Source: an optimization exercise on an open RTL-to-GDS flow (aim: a short achievable clock period and few clock cycles). Production flows keep margins and buffers that such runs may drop. The RTL of this run was laid out without a check of its function. Power figures rest on the tool's default switching activity, not on a simulated workload.

==> flow/design.v <==
`default_nettype none
package fiber_bank_geom_pkg;
    localparam int ADDR_W = 16;
    localparam int DATA_W = 16;
    localparam int SETS  = 16;
    localparam int WAYS  = 4;
    localparam int SET_W = $clog2(SETS);
    localparam int TAG_W = ADDR_W - SET_W;
    localparam int WAY_W = $clog2(WAYS);
    localparam int RRPV_W      = 2;
    localparam int RRPV_MAX    = 3;
    localparam int RRPV_INSERT = 2;
    typedef logic [WAYS-1:0] way_mask_t;
endpackage
`default_nettype wire
`default_nettype none
package fiber_bank_proto_pkg;
    typedef enum logic [1:0] {
        OP_FETCH   = 2'd0,
        OP_WRITE   = 2'd1,
        OP_CONSUME = 2'd2
    } req_op_t;
    typedef enum logic [2:0] {
        ST_IDLE      = 3'd0,
        ST_LOOKUP    = 3'd1,
        ST_WRITEBACK = 3'd2,
        ST_FILL      = 3'd3,
        ST_RESPOND   = 3'd4
    } bank_state_t;
endpackage
`default_nettype wire
`timescale 1ns/1ps
`default_nettype none
import fiber_bank_geom_pkg::*;
module srrip_victim (
    input  wire fiber_bank_geom_pkg::way_mask_t i_valid,
    input  wire [fiber_bank_geom_pkg::WAYS-1:0][fiber_bank_geom_pkg::RRPV_W-1:0] i_rrpv,
    output fiber_bank_geom_pkg::way_mask_t o_victim_way,
    output logic [fiber_bank_geom_pkg::RRPV_W-1:0] o_age_amount
);
    fiber_bank_geom_pkg::way_mask_t m3, m2, m1, cand, first_cand, first_invalid;
    logic any3, any2, any1, all_valid;
    always_comb begin
        for (int w = 0; w < WAYS; w++) begin
            m3[w] = (i_rrpv[w] == 2'd3);
            m2[w] = (i_rrpv[w] == 2'd2);
            m1[w] = (i_rrpv[w] == 2'd1);
        end
    end
    assign any3 = |m3;
    assign any2 = |m2;
    assign any1 = |m1;
    assign all_valid = &i_valid;
    assign cand = any3 ? m3 : any2 ? m2 : any1 ? m1 : '1;
    always_comb begin
        for (int w = 0; w < WAYS; w++) begin
            first_cand[w]    = cand[w];
            first_invalid[w] = !i_valid[w];
            for (int u = 0; u < w; u++) begin
                first_cand[w]    = first_cand[w] && !cand[u];
                first_invalid[w] = first_invalid[w] && i_valid[u];
            end
        end
    end
    assign o_victim_way = all_valid ? first_cand : first_invalid;
    assign o_age_amount = !all_valid ? 2'd0 : any3 ? 2'd0 : any2 ? 2'd1 : any1 ? 2'd2 : 2'd3;
endmodule
`default_nettype wire
`timescale 1ns/1ps
`default_nettype none
import fiber_bank_geom_pkg::*;
module fiber_bank (
    input  wire                                     i_clk,
    input  wire                                     i_reset,
    input  wire                                     i_req_valid,
    input  wire fiber_bank_proto_pkg::req_op_t      i_req_op,
    input  wire [fiber_bank_geom_pkg::ADDR_W-1:0]   i_req_addr,
    input  wire [fiber_bank_geom_pkg::DATA_W-1:0]   i_req_data,
    output wire                                     o_req_ready,
    output wire                                     o_pe_valid,
    output wire [fiber_bank_geom_pkg::DATA_W-1:0]   o_pe_data,
    input  wire                                     i_pe_ready,
    output wire                                     o_dram_wr_valid,
    output wire [fiber_bank_geom_pkg::ADDR_W-1:0]   o_dram_addr,
    output wire [fiber_bank_geom_pkg::DATA_W-1:0]   o_dram_wr_data,
    input  wire                                     i_dram_wr_ready,
    output wire                                     o_dram_rd_ready,
    input  wire                                     i_dram_rd_valid,
    input  wire [fiber_bank_geom_pkg::DATA_W-1:0]   i_dram_rd_data
);
    localparam int NL    = SETS * WAYS;
    localparam int OPQ   = 16;               
    localparam int OPQ_W = $clog2(OPQ);
    localparam int RSQ   = 32;               
    localparam int RSQ_W = $clog2(RSQ);
    localparam int RID_W = 5;                
    localparam logic [1:0] OP_FETCH   = 2'd0;
    localparam logic [1:0] OP_WRITE   = 2'd1;
    logic [NL-1:0]                 ln_v;
    logic [NL-1:0]                 ln_d;
    logic [NL-1:0]                 ln_p;      
    logic [NL-1:0][RRPV_W-1:0]     ln_rr;
    logic [NL-1:0][TAG_W-1:0]      ln_tag;
    logic [NL-1:0][RID_W-1:0]      ln_rid;
    logic [NL-1:0][DATA_W-1:0]     ln_data;
    logic                          w_v;
    logic [SETS-1:0]               w_soh;
    logic [WAYS-1:0]               w_lv, w_ld, w_lp;
    logic [WAYS-1:0][RRPV_W-1:0]   w_rr;
    logic [WAYS-1:0]               w_iway;    
    logic [TAG_W-1:0]              w_itag;
    logic [RID_W-1:0]              w_irid;
    logic              fill_v;
    logic [DATA_W-1:0] fill_d;
    logic [RID_W-1:0]  fill_rid;
    logic [RID_W-1:0]  rid_ctr;
    logic [NL-1:0]     ln_fm;
    always_comb begin
        for (int i = 0; i < NL; i++) ln_fm[i] = fill_v && (ln_rid[i] == fill_rid);
    end
    logic              rdy_q;
    logic              sk_v;
    logic [1:0]        sk_op;
    logic [ADDR_W-1:0] sk_addr;
    logic [DATA_W-1:0] sk_data;
    logic              l_v;
    logic [1:0]        l_op;
    logic [ADDR_W-1:0] l_addr;
    logic [DATA_W-1:0] l_data;
    logic [SETS-1:0]   l_soh;
    logic [SETS-1:0]   l_sel;      
    logic              l_selw;     
    logic              l_can_q;    
    wire acc    = i_req_valid && rdy_q;
    wire l_go   = l_v && l_can_q;
    wire l_free = !l_v || l_can_q;
    assign o_req_ready = rdy_q;
    always_ff @(posedge i_clk) begin
        if (i_reset) begin
            rdy_q <= 1'b1;
            sk_v  <= 1'b0;
            l_v   <= 1'b0;
        end else begin
            if (l_free) begin
                l_v   <= sk_v || acc;
                sk_v  <= sk_v && acc;
                rdy_q <= !(sk_v && acc);
            end else begin
                sk_v  <= sk_v || acc;
                rdy_q <= !(sk_v || acc);
            end
        end
    end
    wire [SET_W-1:0] n_set  = sk_v ? sk_addr[SET_W-1:0] : i_req_addr[SET_W-1:0];
    wire             n_selw = l_v && (n_set == l_addr[SET_W-1:0]);
    always_ff @(posedge i_clk) begin
        if (l_free) begin
            l_selw <= n_selw;
            for (int s = 0; s < SETS; s++) begin
                l_soh[s] <= (n_set == SET_W'(s));
                l_sel[s] <= (n_set == SET_W'(s)) && !n_selw;
            end
            if (sk_v) begin
                l_op   <= sk_op;
                l_addr <= sk_addr;
                l_data <= sk_data;
            end else begin
                l_op   <= i_req_op;
                l_addr <= i_req_addr;
                l_data <= i_req_data;
            end
        end else begin
            l_selw <= 1'b0;
            l_sel  <= l_soh;
        end
        if (!sk_v) begin
            sk_op   <= i_req_op;
            sk_addr <= i_req_addr;
            sk_data <= i_req_data;
        end
    end
    wire [TAG_W-1:0] l_tag = l_addr[ADDR_W-1:SET_W];
    wire [SET_W-1:0] l_set = l_addr[SET_W-1:0];
    logic [WAYS-1:0]               c_v, c_d, c_p0;
    logic [WAYS-1:0][RRPV_W-1:0]   c_rr;
    always_comb begin
        for (int w = 0; w < WAYS; w++) begin
            c_v[w]  = l_selw & w_lv[w];
            c_d[w]  = l_selw & w_ld[w];
            c_p0[w] = l_selw & w_lp[w];
            c_rr[w] = {RRPV_W{l_selw}} & w_rr[w];
            for (int s = 0; s < SETS; s++) begin
                c_v[w]  = c_v[w]  | (l_sel[s] & ln_v[s*WAYS+w]);
                c_d[w]  = c_d[w]  | (l_sel[s] & ln_d[s*WAYS+w]);
                c_p0[w] = c_p0[w] | (l_sel[s] & ln_p[s*WAYS+w]);
                c_rr[w] = c_rr[w] | ({RRPV_W{l_sel[s]}} & ln_rr[s*WAYS+w]);
            end
        end
    end
    logic [WAYS-1:0]               ibw;
    logic [NL-1:0]                 ln_match;
    logic [WAYS-1:0]               a_match;
    logic [WAYS-1:0][TAG_W-1:0]    a_tag, c_tag;
    logic [WAYS-1:0][RID_W-1:0]    a_rid, c_rid;
    wire                           w_match = (w_itag == l_tag);
    always_comb begin
        for (int i = 0; i < NL; i++) ln_match[i] = (ln_tag[i] == l_tag);
        for (int w = 0; w < WAYS; w++) begin
            ibw[w]     = l_selw & w_iway[w];
            a_match[w] = 1'b0;
            a_tag[w]   = '0;
            a_rid[w]   = '0;
            for (int s = 0; s < SETS; s++) begin
                a_match[w] = a_match[w] | (l_soh[s] & ln_match[s*WAYS+w]);
                a_tag[w]   = a_tag[w]   | ({TAG_W{l_soh[s]}} & ln_tag[s*WAYS+w]);
                a_rid[w]   = a_rid[w]   | ({RID_W{l_soh[s]}} & ln_rid[s*WAYS+w]);
            end
            c_tag[w] = ibw[w] ? w_itag : a_tag[w];
            c_rid[w] = ibw[w] ? w_irid : a_rid[w];
        end
    end
    logic [WAYS-1:0]   c_p;
    logic [WAYS-1:0]   hit_w;
    always_comb begin
        for (int w = 0; w < WAYS; w++) begin
            c_p[w]   = c_p0[w] && !(fill_v && c_rid[w] == fill_rid);
            hit_w[w] = c_v[w] && (ibw[w] ? w_match : a_match[w]);
        end
    end
    wire hit = |hit_w;
    logic [WAYS-1:0]   vic_w;
    logic [RRPV_W-1:0] age_amt;
    srrip_victim u_victim (
        .i_valid      (c_v),
        .i_rrpv       (c_rr),
        .o_victim_way (vic_w),
        .o_age_amount (age_amt)
    );
    wire is_fetch   = (l_op == OP_FETCH);
    wire is_write   = (l_op == OP_WRITE);
    wire is_consume = !is_fetch && !is_write;
    wire alloc = !hit && !is_consume;                    
    wire [WAYS-1:0] inst_w  = alloc ? vic_w : '0;
    wire [WAYS-1:0] touch_w = !is_consume ? hit_w : '0;
    wire [WAYS-1:0] inval_w = is_consume ? hit_w : '0;
    logic              vic_dirty;
    logic [TAG_W-1:0]  vic_tag;
    logic              hit_p;
    logic [RID_W-1:0]  hit_rid;
    always_comb begin
        vic_dirty = 1'b0; vic_tag = '0; hit_p = 1'b0; hit_rid = '0;
        for (int w = 0; w < WAYS; w++) begin
            vic_dirty = vic_dirty | (vic_w[w] & c_v[w] & c_d[w]);
            vic_tag   = vic_tag   | ({TAG_W{vic_w[w]}} & c_tag[w]);
            hit_p     = hit_p     | (hit_w[w] & c_p[w]);
            hit_rid   = hit_rid   | ({RID_W{hit_w[w]}} & c_rid[w]);
        end
    end
    wire wb_need = alloc && vic_dirty;
    wire rd_need = !hit && !is_write;                    
    wire op_push = l_go && (wb_need || rd_need);
    wire rs_push = l_go && !is_write;
    always_ff @(posedge i_clk) begin
        if (i_reset) begin
            w_v <= 1'b0;
        end else begin
            w_v <= l_go;
        end
        w_soh  <= l_soh;
        w_iway <= l_go ? inst_w : '0;
        w_itag <= l_tag;
        w_irid <= rid_ctr;
        for (int w = 0; w < WAYS; w++) begin
            w_lv[w] <= inst_w[w] || (c_v[w] && !inval_w[w]);
            w_ld[w] <= inst_w[w] ? is_write : ((c_d[w] || (touch_w[w] && is_write)) && !inval_w[w]);
            w_lp[w] <= inst_w[w] ? is_fetch : (c_p[w] && !inval_w[w] && !(touch_w[w] && is_write));
            w_rr[w] <= inst_w[w] ? RRPV_W'(RRPV_INSERT) : touch_w[w] ? '0
                     : alloc ? c_rr[w] + age_amt : c_rr[w];
        end
    end
    always_ff @(posedge i_clk) begin
        for (int s = 0; s < SETS; s++) begin
            for (int w = 0; w < WAYS; w++) begin
                if (i_reset) begin
                    ln_v[s*WAYS+w]  <= 1'b0;
                    ln_d[s*WAYS+w]  <= 1'b0;
                    ln_p[s*WAYS+w]  <= 1'b0;
                    ln_rr[s*WAYS+w] <= '0;
                end else if (w_v && w_soh[s]) begin
                    ln_v[s*WAYS+w]  <= w_lv[w];
                    ln_d[s*WAYS+w]  <= w_ld[w];
                    ln_p[s*WAYS+w]  <= w_lp[w] && (w_iway[w] || !ln_fm[s*WAYS+w]);
                    ln_rr[s*WAYS+w] <= w_rr[w];
                end else if (ln_fm[s*WAYS+w]) begin
                    ln_p[s*WAYS+w]  <= 1'b0;
                end
            end
        end
    end
    always_ff @(posedge i_clk) begin
        for (int s = 0; s < SETS; s++) begin
            for (int w = 0; w < WAYS; w++) begin
                if (w_v && w_soh[s] && w_iway[w]) begin
                    ln_tag[s*WAYS+w] <= w_itag;
                    ln_rid[s*WAYS+w] <= w_irid;
                end
            end
        end
    end
    logic              q_v;
    logic              q_rs, q_op, q_dwe;
    logic [SETS-1:0]   q_soh;
    logic [WAYS-1:0]   q_dway;
    logic              q_rs_p;
    logic [RID_W-1:0]  q_rs_rid;
    logic              q_hw, q_hr;
    logic [TAG_W-1:0]  q_vtag;
    logic [ADDR_W-1:0] q_addr;
    logic [DATA_W-1:0] q_data;
    always_ff @(posedge i_clk) begin
        if (i_reset) begin
            q_rs  <= 1'b0;
            q_op  <= 1'b0;
            q_dwe <= 1'b0;
        end else begin
            q_rs  <= rs_push;
            q_op  <= op_push;
            q_dwe <= l_go && is_write;
        end
        q_soh    <= l_soh;
        q_dway   <= hit ? hit_w : vic_w;
        q_rs_p   <= hit ? hit_p : 1'b1;
        q_rs_rid <= hit ? hit_rid : rid_ctr;
        q_hw     <= wb_need;
        q_hr     <= rd_need;
        q_vtag   <= vic_tag;
        q_addr   <= l_addr;
        q_data   <= l_data;
    end
    logic [DATA_W-1:0] q_word;
    always_comb begin
        q_word = '0;
        for (int s = 0; s < SETS; s++) begin
            for (int w = 0; w < WAYS; w++) begin
                q_word = q_word | ({DATA_W{q_soh[s] & q_dway[w]}} & ln_data[s*WAYS+w]);
            end
        end
    end
    always_ff @(posedge i_clk) begin
        for (int s = 0; s < SETS; s++) begin
            for (int w = 0; w < WAYS; w++) begin
                if (q_dwe && q_soh[s] && q_dway[w]) begin
                    ln_data[s*WAYS+w] <= q_data;
                end else if (ln_fm[s*WAYS+w] && ((w_v && w_soh[s]) ? (w_lp[w] && !w_iway[w])
                                                                   : ln_p[s*WAYS+w])) begin
                    ln_data[s*WAYS+w] <= fill_d;
                end
            end
        end
    end
    logic [RSQ-1:0]              rq_p;
    logic [RSQ-1:0][RID_W-1:0]   rq_rid;
    logic [RSQ-1:0][DATA_W-1:0]  rq_d;
    logic [RSQ_W-1:0]            rq_wp, rq_rp;
    logic [RSQ_W:0]              rq_cnt;
    logic                        pe_v_q;
    logic [DATA_W-1:0]           pe_d_q;
    wire               q_fm    = fill_v && q_rs_p && (q_rs_rid == fill_rid);
    wire               rq_hp   = rq_p[rq_rp];
    wire               rq_hrdy = (rq_cnt != '0) && (!rq_hp || (fill_v && rq_rid[rq_rp] == fill_rid));
    wire [DATA_W-1:0]  rq_hd   = rq_hp ? fill_d : rq_d[rq_rp];
    wire               pe_take = !pe_v_q || i_pe_ready;
    wire               rs_pop  = pe_take && rq_hrdy;
    wire [RSQ_W:0]     rq_cnt_a = rq_cnt + (RSQ_W+1)'(q_rs);
    wire               rq_room_n = rs_push ? (rq_cnt_a < (RSQ_W+1)'(RSQ - 1))
                                           : (rq_cnt_a < (RSQ_W+1)'(RSQ));
    wire               rq_full = (rq_cnt == (RSQ_W+1)'(RSQ));
    assign o_pe_valid = pe_v_q;
    assign o_pe_data  = pe_d_q;
    always_ff @(posedge i_clk) begin
        if (i_reset) begin
            rq_wp  <= '0;
            rq_rp  <= '0;
            rq_cnt <= '0;
            pe_v_q <= 1'b0;
        end else begin
            rq_cnt <= rq_cnt_a - (RSQ_W+1)'(rs_pop);
            if (q_rs)    rq_wp <= rq_wp + 1'b1;
            if (rs_pop)  rq_rp <= rq_rp + 1'b1;
            if (pe_take) pe_v_q <= rq_hrdy;
        end
        if (pe_take) pe_d_q <= rq_hd;
        for (int i = 0; i < RSQ; i++) begin
            if (!rq_full && rq_wp == RSQ_W'(i)) begin
                rq_p[i]   <= q_rs_p && !q_fm;
                rq_rid[i] <= q_rs_rid;
                rq_d[i]   <= q_fm ? fill_d : q_word;
            end else if (fill_v && rq_p[i] && rq_rid[i] == fill_rid) begin
                rq_p[i] <= 1'b0;
                rq_d[i] <= fill_d;
            end
        end
    end
    logic [OPQ-1:0]              oq_hw, oq_hr;
    logic [OPQ-1:0][TAG_W-1:0]   oq_wt;
    logic [OPQ-1:0][ADDR_W-1:0]  oq_ra;
    logic [OPQ-1:0][DATA_W-1:0]  oq_wd;
    logic [OPQ_W-1:0]            oq_wp, oq_rp;
    logic [OPQ_W:0]              oq_cnt;
    logic                        wdone_q;
    logic                        wr_v_q, rd_r_q;
    logic [ADDR_W-1:0]           dram_a_q;
    logic [DATA_W-1:0]           dram_wd_q;
    wire bus_free = (!wr_v_q && !rd_r_q) || (wr_v_q && i_dram_wr_ready)
                    || (rd_r_q && i_dram_rd_valid);
    wire oq_hv    = (oq_cnt != '0);
    wire do_w     = oq_hv && oq_hw[oq_rp] && !wdone_q;
    wire op_pop   = bus_free && oq_hv && !(do_w && oq_hr[oq_rp]);
    wire [OPQ_W:0] oq_cnt_a = oq_cnt + (OPQ_W+1)'(q_op);
    wire           oq_room_n = op_push ? (oq_cnt_a < (OPQ_W+1)'(OPQ - 1))
                                       : (oq_cnt_a < (OPQ_W+1)'(OPQ));
    wire           oq_full = (oq_cnt == (OPQ_W+1)'(OPQ));
    assign o_dram_wr_valid = wr_v_q;
    assign o_dram_rd_ready = rd_r_q;
    assign o_dram_addr     = dram_a_q;
    assign o_dram_wr_data  = dram_wd_q;
    always_ff @(posedge i_clk) begin
        if (i_reset) begin
            oq_wp    <= '0;
            oq_rp    <= '0;
            oq_cnt   <= '0;
            wdone_q  <= 1'b0;
            wr_v_q   <= 1'b0;
            rd_r_q   <= 1'b0;
            fill_v   <= 1'b0;
            fill_rid <= '0;
            rid_ctr  <= '0;
            l_can_q  <= 1'b1;
        end else begin
            oq_cnt <= oq_cnt_a - (OPQ_W+1)'(op_pop);
            if (q_op)    oq_wp <= oq_wp + 1'b1;
            if (op_pop)  oq_rp <= oq_rp + 1'b1;
            if (bus_free) begin
                wr_v_q  <= do_w;
                rd_r_q  <= oq_hv && !do_w;
                wdone_q <= do_w && oq_hr[oq_rp];
            end
            fill_v <= rd_r_q && i_dram_rd_valid;
            if (fill_v) fill_rid <= fill_rid + 1'b1;
            if (l_go && rd_need) rid_ctr <= rid_ctr + 1'b1;
            l_can_q <= oq_room_n && rq_room_n;
        end
        if (bus_free) begin
            dram_a_q  <= do_w ? {oq_wt[oq_rp], oq_ra[oq_rp][SET_W-1:0]} : oq_ra[oq_rp];
            dram_wd_q <= oq_wd[oq_rp];
        end
        fill_d <= i_dram_rd_data;
        for (int i = 0; i < OPQ; i++) begin
            if (!oq_full && oq_wp == OPQ_W'(i)) begin
                oq_hw[i] <= q_hw;
                oq_hr[i] <= q_hr;
                oq_wt[i] <= q_vtag;
                oq_wd[i] <= q_word;
                oq_ra[i] <= q_addr;
            end
        end
    end
endmodule
`default_nettype wire
==> flow/run.sh <==
#!/bin/bash
# synth_recipe.tcl (not shown) runs the flow's synth.tcl, then flattens the netlist and writes it again
# the make line also repeats each setting of config.mk as NAME=value (left out here)
make -C /OpenROAD-flow-scripts/flow DESIGN_CONFIG=/design/flow/config.mk WORK_HOME=/design/flow/orfs CLKGATE_MAP_FILE= SYNTH_SCRIPT=/design/flow/synth_recipe.tcl finish
==> flow/config.mk <==
export PLATFORM = sky130hd
export DESIGN_NAME = fiber_bank
export DESIGN_NICKNAME = fiber_bank
export VERILOG_FILES = /design/flow/design.v
export SDC_FILE = /design/flow/constraint.sdc
export NUM_CORES = 4
export LEC_CHECK = 0
export CAP_MARGIN = 50
export CORE_MARGIN = 2
export CORE_UTILIZATION = 40
export SLEW_MARGIN = 60
==> flow/constraint.sdc <==
create_clock -name core_clock -period 12.0 [get_ports {i_clk}]
set_input_delay 2.4000 -clock core_clock [delete_from_list [all_inputs] [get_ports {i_clk}]]
set_output_delay 2.4000 -clock core_clock [all_outputs]
set_load 0.01 [all_outputs]
==> summary.txt <==
## worst reg2reg max path: stages (launching register included)
cell and delay [ns]:
dfxtp_1 0.48, and2_1 0.24, buf_4 0.30, a22o_1 0.39, a221oi_1 0.49, nand4_1 0.57
or4_2 1.10, mux2i_4 0.34, buf_4 0.26, buf_4 0.21, buf_4 0.20, o21ai_0 0.11
## cell type report
type / count / area (um2) / share of cell area [%]
diodes: 26 / 65.1 / 0.0297
flip-flops and latches: 4190 / 121000 / 55.1
multi-input cells: 8130 / 66300 / 30.3
inverters: 66 / 249 / 0.114
clock buffers: 569 / 12000 / 5.49
well taps: 6247 / 7820 / 3.57
clock inverters: 273 / 2760 / 1.26
repair buffers: 853 / 9010 / 4.12
## logic make-up after synthesis
| kind of cell | count (synthesis) | synth area share (%) |
|---|---|---|
| AO/OA/AOI/OAI | 2603 | 9.48 |
| multiplexers | 1608 | 11.7 |
| adder cells (fa/ha/maj) | 26 | 0.171 |
| flip-flops | 4190 | 63.4 |
| XOR/XNOR | 1330 | 6.13 |
| AND/OR/NAND/NOR | 2563 | 6.31 |
| buffers and inverters | 1363 | 2.86 |
## layer usage
| metal | part of all wire (%) | vias to the layer above | track usage [%] |
|---|---|---|---|
| met2 | 42 | 10600 | 44.0 |
| met4 | 6.6 | 26 | 15.8 |
| met1 | 38 | 67200 | 40.8 |
| met5 | 0.047 | - | 0.130 |
| li1 | - | 52700 | - |
| met3 | 14 | 2352 | 9.34 |
## stage by stage
step	setup WS [ns]	hold slack, ns	total power (uW)	area [um2]
6_report	7.01	0.329	37200	219000
5_1_grt	7.11	0.344	38000	219000
4_1_cts	7.00	0.342	37000	218000
3_5_place_dp	6.66	0.327	23100	203000
3_3_place_gp	6.63	0.325	22700	199000
2_1_floorplan	6.86	0.323	20300	190000
## sequential cells by signal (all words and copies together) (netlist names), 32 cells and up
| register | flops |
|---|---|
| ln_d | 64 |
| ln_rid | 320 |
| ln_data | 1024 |
| oq_wd | 256 |
| rq_d | 512 |
| rq_rid | 160 |
| oq_wt | 192 |
| ln_rr | 128 |
| oq_ra | 256 |
| ln_p | 64 |
| ln_tag | 768 |
| rq_p | 32 |
| ln_v | 64 |
## power breakdown
| group | switching, uW | leakage (uW) | internal [uW] | total [uW] |
|---|---|---|---|---|
| Clock | 6230 | 0.00720 | 7950 | 14200 |
| Sequential | 376 | 0.0376 | 16600 | 16900 |
| Combinational | 3820 | 0.0266 | 2250 | 6070 |
## cells in the final DEF, fill, tap and decap left out, drive strengths merged, types with 170 or more instances in the layout
cell type  netlist  routed
nand2         1263    1263
a22o           439     439
mux2          1089    1089
nor4           170     170
clkinv           0     187
a221oi         452     452
nand3          221     221
edfxtp        3650    3650
clkbuf        1006     581
xor2           436     436
a22oi          365     365
xnor2          894     894
nand4          313     313
o21ai          722     722
mux4           380     380
a21oi          422     422
buf            291     730
dfxtp          540     540
nor2           251     251
## worst paths after layout
path,endpoint,slack (ns),cells after the start
min reg2reg,q_data[10],0.33,0
max,rq_d[388],7.01,11
min,q_data[10],0.33,0
max reg2reg,rq_d[388],7.01,11
==> metrics.md <==
| Metric | Value |
|---|---|
| Worst Setup Start Kind | flop |
| Cell Rows | 253 |
| Syn Nets | 13800 |
| Clock-pin slew on the worst setup and hold paths | 0.06 ns |
| Crit path largest cell delay | 1.10 ns |
| RSZ-0062 raised after global routing | no |
| Synth top area share | 57.7% |
| Most used cell, CP | buf_4 |
| # setup viols final | 0 |
| I/O pin cnt | 108 |
| Fin util | 46.2% |
| DIE WIDTH | 693 um |
| Die H | 693 um |
| DIE AREA | 481000 um2 |
| Top delay family on crit path | simple AND/OR/NAND/NOR gates |
| Final hold vios | 0 |
| DRT iter0 DRCs | 22800 |
| Number of distinct library cells after synthesis | 78 |
| CTS Hold Buffers Added | 0 |
| Vias in the first global route | 124000 |
| LEAKAGE | 0.0714 uW |
| Non-Filler Instances | 20400 |
| Post-CTS sizing | 0 |
| Primary FF master, synth | edfxtp_1 |
| CP max-delay cell | or4_2 |
| PD cells | 170 nW/um2 |
| Post-CTS Setup Inserts | 0 |
| Initial antenna violation count | 49 |
| Sequential area share after synthesis | 63.4% |
| HP Start | l_data[10] |
| Tmin final | 4.99 ns |
| Clock root buffer master | clkbuf_16 |
| Clock tree buffer depth | 4 |
| Post-Synthesis Cells | 13700 |
| Syn avg cell area | 13.9 um2 |
| Post-synth top cells | 3650 x edfxtp_1, 1263 x nand2_1, 1089 x mux2_2 |
| Slew headroom | 52.8% |
| Worst vdd ir | 0.147 mV |
| Min-Delay Path Class | reg2reg |
| Detail Route Antenna Nets | 0 |
| Synth top area cells | edfxtp_1 58%, mux2_2 6.5%, dfxtp_1 5.7% |
| WP buf/inv | 4 |
| CP Launch Point | q_dway[0] |
| Placed Cells | 19400 |
| Cell taking the most area after synthesis | edfxtp_1 |
| Nets@finish | 13800 |
| Crit path max fanout | 17 |
| IO Port Bufs | 107 |
| Ys async rst share | 0% |
| Clock latency on the worst-skew pair | 1.11 ns |
| Final Wtd Congestion | 0.962 |
| FILL cells | 41200 |
| Tcrit/Tclk final | 41.6% |
| CTS HTree Levels | 5 |
| First-pass GRT wire length | 1030000 um |
| Reg2reg start | q_dway[0] |
| Gr usage total | 30.3% |
| Core area | 474000 um2 |
| CTS tree | yes |
| # clock sinks | 4190 |
| Crit path kind | reg2reg |
| GR Overflow Total | 0 |
| Largest net degree at the start of global routing | 85 |
| Crit. End Element | flop |
| Area growth syn-to-layout | 15.2% |
| Max Cap Viol | 0 |
| Fmax | 0.200 GHz |
| Clock skew | 0.118 ns |
| Via count | 133000 |
| Starting density of the core | 40.1% |
| Vias per cell | 6.53 |
| Setup TNS | 0 ns |
| Worst slew pin tran | 0.708 ns |
| Ys Warns | 2 |
| Final Max Slew Viols | 0 |
| DRT Wirelength | 753000 um |
| Worst EP required | 12.79 ns |
| Top-count cell post-synth | edfxtp_1 |
| Layout cell share with drive strength beyond 1 | 23.6% |
| 1st-pass router iterations | 8 |
| Post-synthesis cell area | 190000 um2 |
| Yosys reg bits | 4190 |
| Post-synth EDFFs | 3650 |
| WL per Instance | 37.0 um |
| Crit-path cells | and2_1, buf_4, a22o_1, a221oi_1, nand4_1, or4_2, mux2i_4, buf_4, buf_4, buf_4, o21ai_0 |
| DP HPWL | 465000 um |
| DRC viols | 0 |
| Outcome | no timing/DRC/antenna violations |
| Total CTS buffers | 445 |
| Arrival time worst endpoint | 5.78 ns |

what the ideal ports hide:
How much do the figures lean on ideal ports? The routed layout below was timed once more, with nothing changed but the port constraints. Step 1, drivers: a clkbuf_16 drives i_clk and a buf_2 each remaining input, both assumed. Step 2 adds t to the input delays and takes it off the output delays; t is the mean of the earliest and latest rising clock arrival at the registers after step 1. Input paths then give back, and output paths get back, about the clock's delay inside the block. Slacks: ideal / step 1 / step 2; pairs: ideal / step 1.
t, ns: 1.173
setup slack, ns: 7.008 / 7.008 / 6.881
worst hold slack (ns): 0.329 / 0.329 / 0.329
worst data-port slew with drivers (ns): 0.19
cell pins on the clock port's net: 1
After both steps setup and hold are still met in this run. The setup slack of this run moves by 0.000 ns with the drivers and by -0.127 ns with both steps.
